This design comes from an exercise in tuning for small area and a short achievable clock period on the open sky130 flow, not from production work. RTL that was checked went through simulation tests only; none was proved equivalent to the original. Power and IR drop assume default switching activity.

Design fp_mul_pipe, start of the top module:
module fp_mul_pipe (
  input  logic        clk,
  input  logic        rst_n,
  input  logic        in_valid,
  input  logic [3:0]  r_mode,
  input  logic [31:0] fp_X,
  input  logic [31:0] fp_Y,
  output logic        out_valid,
  output logic [31:0] fp_Z,
  output logic        ovrf,
  output logic        udrf
);
Settings: LEC_CHECK=0, CAP_MARGIN=20, CORE_MARGIN=2, CORE_UTILIZATION=40, CTS_BUF_LIST=sky130_fd_sc_hd__clkbuf_8, CTS_CLUSTER_SIZE=30, SETUP_SLACK_MARGIN=5.0, SLEW_MARGIN=20; clock period 8.5 ns.
standard.sh (not shown) runs the stock make flow with config.mk's settings and CLKGATE_MAP_FILE= SYNTH_SCRIPT=/design/flow/synth_recipe.tcl, a recipe that flattens the netlist after the stock synthesis.
==> flow/flow/run.sh <==
#!/bin/bash
set -euo pipefail
MARGIN=5.8
sed -E "s/SETUP_SLACK_MARGIN=[-0-9.]+/SETUP_SLACK_MARGIN=${MARGIN}/" standard.sh > standard_margin.sh
grep -q "SETUP_SLACK_MARGIN=${MARGIN}" standard_margin.sh
bash standard_margin.sh > standard.log 2>&1
The first run went through all stages and came out clean.
Change:
==> flow/run.sh (new file) <==
#!/bin/bash
# synth_recipe.tcl (not shown) runs the flow's synth.tcl, then flattens the netlist and writes it again
# the make line also repeats each setting of config.mk as NAME=value (left out here)
make -C /OpenROAD-flow-scripts/flow DESIGN_CONFIG=/design/flow/config.mk WORK_HOME=/design/flow/orfs CLKGATE_MAP_FILE= SYNTH_SCRIPT=/design/flow/synth_recipe.tcl finish
removed: flow/flow/run.sh
removed: flow/standard.sh
Design area fell by about 15%.
Critical path depth stays the same.
Worst setup slack got worse by 0.053 ns.
Sequential cell count stays the same.
Clock-buffer cell count fell by 1.
Die area does not change.
Routed wire length fell by 19%.
Global-route usage fell by 4.5 points.
No functional check of the RTL was part of any run of this note.

========
Another version of the RTL of fp_mul_pipe (not shown whole).
Size: about 2,100 cells after synthesis, about 240 flip-flops, ~110 I/O pins, roughly 21,000 sq um of cells after synthesis.
Design fp_mul_pipe, start of the top module:
module fp_mul_pipe (
  input  logic        clk,
  input  logic        rst_n,
  input  logic        in_valid,
  input  logic [3:0]  r_mode,
  input  logic [31:0] fp_X,
  input  logic [31:0] fp_Y,
  output logic        out_valid,
  output logic [31:0] fp_Z,
  output logic        ovrf,
  output logic        udrf
);
  localparam logic [1:0] RT_RNE = 2'd0;   
  localparam logic [1:0] RT_TRN = 2'd1;   
  localparam logic [1:0] RT_UPX = 2'd2;   
  localparam logic [1:0] RT_RMM = 2'd3;   
  localparam logic [1:0] CL_NUM = 2'd0;
  localparam logic [1:0] CL_ZER = 2'd1;
  localparam logic [1:0] CL_INF = 2'd2;
  localparam logic [1:0] CL_NAN = 2'd3;
  logic [3:0] vld_q;
  logic        s0_d;
  logic [1:0]  rt0_d;
  always_comb begin
    s0_d = fp_X[31] ^ fp_Y[31];
    case (r_mode)
      4'd1:    rt0_d = RT_TRN;
      4'd2:    rt0_d = s0_d ? RT_UPX : RT_TRN;
      4'd3:    rt0_d = s0_d ? RT_TRN : RT_UPX;
      4'd4:    rt0_d = RT_RMM;
      default: rt0_d = RT_RNE;
    endcase
  end
  logic [11:0] b_one0_d, b_two0_d, b_neg0_d;
  always_comb begin
    for (int i = 0; i < 12; i++) begin
      logic y2, y1, y0;
      y2 = (2*i+1 == 23) ? 1'b1 : fp_Y[2*i+1];
      y1 = fp_Y[2*i];
      y0 = (i == 0) ? 1'b0 : fp_Y[2*i-1];
      b_one0_d[i] = y1 ^ y0;
      b_two0_d[i] = (y2 & ~y1 & ~y0) | (~y2 & y1 & y0);
      b_neg0_d[i] = y2;
    end
  end
  logic        s0_q;
  logic [1:0]  rt0_q;
  logic [7:0]  ex0_q, ey0_q;
  logic [22:0] fx0_q;
  logic [11:0] b_one0_q, b_two0_q, b_neg0_q;
  wire pp0_0 = ((b_one0_q[0] & fx0_q[0])) ^ b_neg0_q[0];
  wire pp0_1 = ((b_one0_q[0] & fx0_q[1]) | (b_two0_q[0] & fx0_q[0])) ^ b_neg0_q[0];
  wire pp0_2 = ((b_one0_q[0] & fx0_q[2]) | (b_two0_q[0] & fx0_q[1])) ^ b_neg0_q[0];
  wire pp0_3 = ((b_one0_q[0] & fx0_q[3]) | (b_two0_q[0] & fx0_q[2])) ^ b_neg0_q[0];
  wire pp0_4 = ((b_one0_q[0] & fx0_q[4]) | (b_two0_q[0] & fx0_q[3])) ^ b_neg0_q[0];
  ...
make LEC_CHECK=0 CAP_MARGIN=20 CORE_MARGIN=2 CORE_UTILIZATION=40 SETUP_SLACK_MARGIN=5.0 SLEW_MARGIN=20 finish   # period 8.5 ns
run.sh (not shown) runs the stock make flow with config.mk's settings and CLKGATE_MAP_FILE= SYNTH_SCRIPT=/design/flow/synth_recipe.tcl, a recipe that flattens the netlist after the stock synthesis.
Stock flow here: none of the scripts above is used.
The starting point produced a clean layout.
Then changed:
==> flow/flow/run.sh (new file) <==
#!/bin/bash
set -euo pipefail
MARGIN=5.8
sed -E "s/SETUP_SLACK_MARGIN=[-0-9.]+/SETUP_SLACK_MARGIN=${MARGIN}/" standard.sh > standard_margin.sh
grep -q "SETUP_SLACK_MARGIN=${MARGIN}" standard_margin.sh
bash standard_margin.sh > standard.log 2>&1
==> flow/standard.sh (new file) <==
#!/bin/bash
# synth_recipe.tcl (not shown) runs the flow's synth.tcl, then flattens the netlist and writes it again
# the make line also repeats each setting of config.mk as NAME=value (left out here)
make -C /OpenROAD-flow-scripts/flow DESIGN_CONFIG=/design/flow/config.mk WORK_HOME=/design/flow/orfs CLKGATE_MAP_FILE= SYNTH_SCRIPT=/design/flow/synth_recipe.tcl "${@:-finish}"
- CTS_BUF_LIST: not set -> sky130_fd_sc_hd__clkbuf_8
- CTS_CLUSTER_SIZE: not set -> 30
removed: flow/run.sh
=> The new run went through all stages and came out clean. Area after synthesis does not change. First-iteration DRC count came out higher by 47%. Count of clock-buffer cells in the layout goes up by 9. Worst setup slack degrades by 0.0061 ns. Fmax hardly moves. Hold slack stays flat. Sequential power is about the same. Power climbs by 14%. Synthesized cell count stays the same. Routed wire length rose by 4.9%.
Then changed:
==> flow/run.sh (new file) <==
#!/bin/bash
# synth_recipe.tcl (not shown) runs the flow's synth.tcl, then flattens the netlist and writes it again
# the make line also repeats each setting of config.mk as NAME=value (left out here)
make -C /OpenROAD-flow-scripts/flow DESIGN_CONFIG=/design/flow/config.mk WORK_HOME=/design/flow/orfs CLKGATE_MAP_FILE= SYNTH_SCRIPT=/design/flow/synth_recipe.tcl finish
removed: flow/flow/run.sh
removed: flow/standard.sh
Effect: Combinational power fell by about 20%. Final area fell by 9.9%. Register-to-register slack improves by 0.05 ns. Maximum frequency rose by 1.3%. Die area does not change.
Then changed:
- CORE_UTILIZATION: 40 -> 60
- CTS_BUF_LIST: sky130_fd_sc_hd__clkbuf_8 -> not set
- CTS_CLUSTER_SIZE: 30 -> not set
What happened: The changed run completed with no timing, DRC or antenna violations. Utilization came out higher by 26 points. Worst setup slack got worse by 0.10 ns. First-iteration DRC count came out higher by 24%. Cell area stays flat. Clock skew came out higher by 0.016 ns. Final cell count came out lower by 8.0%.

## re-timing with driven ports
In the flow no input, the clock included, has a driving cell. The finished layouts below were timed again as built, in two steps.
Step 1, drivers: a clkbuf_16 drives clk and a buf_2 each remaining input, both assumed.
Step 2 times the ports against the registers' clock, not the clock port: input delays grow and output delays shrink by t, the midpoint of the rising clock arrivals with the driver on.
Three values: no drivers, after step 1, after step 2; two values: the first two.
run | t (ns) | setup slack, ns | clock arrival spread, ns
the first run of note 1 | 0.725 | 5.038 / 5.038 / 5.038 | 0.064 / 0.064
the second run of note 1 | 0.680 | 4.985 / 4.985 / 4.985 | 0.019 / 0.019
the first run of note 2 | 0.651 | 4.919 / 4.919 / 4.919 | 0.052 / 0.053
the second run of note 2 | 0.677 | 4.913 / 4.913 / 4.913 | 0.038 / 0.038
the third run of note 2 | 0.660 | 4.960 / 4.960 / 4.960 | 0.031 / 0.032
the fourth run of note 2 | 0.641 | 4.856 / 4.856 / 4.856 | 0.045 / 0.045
After both steps setup and hold are still met in every run listed.
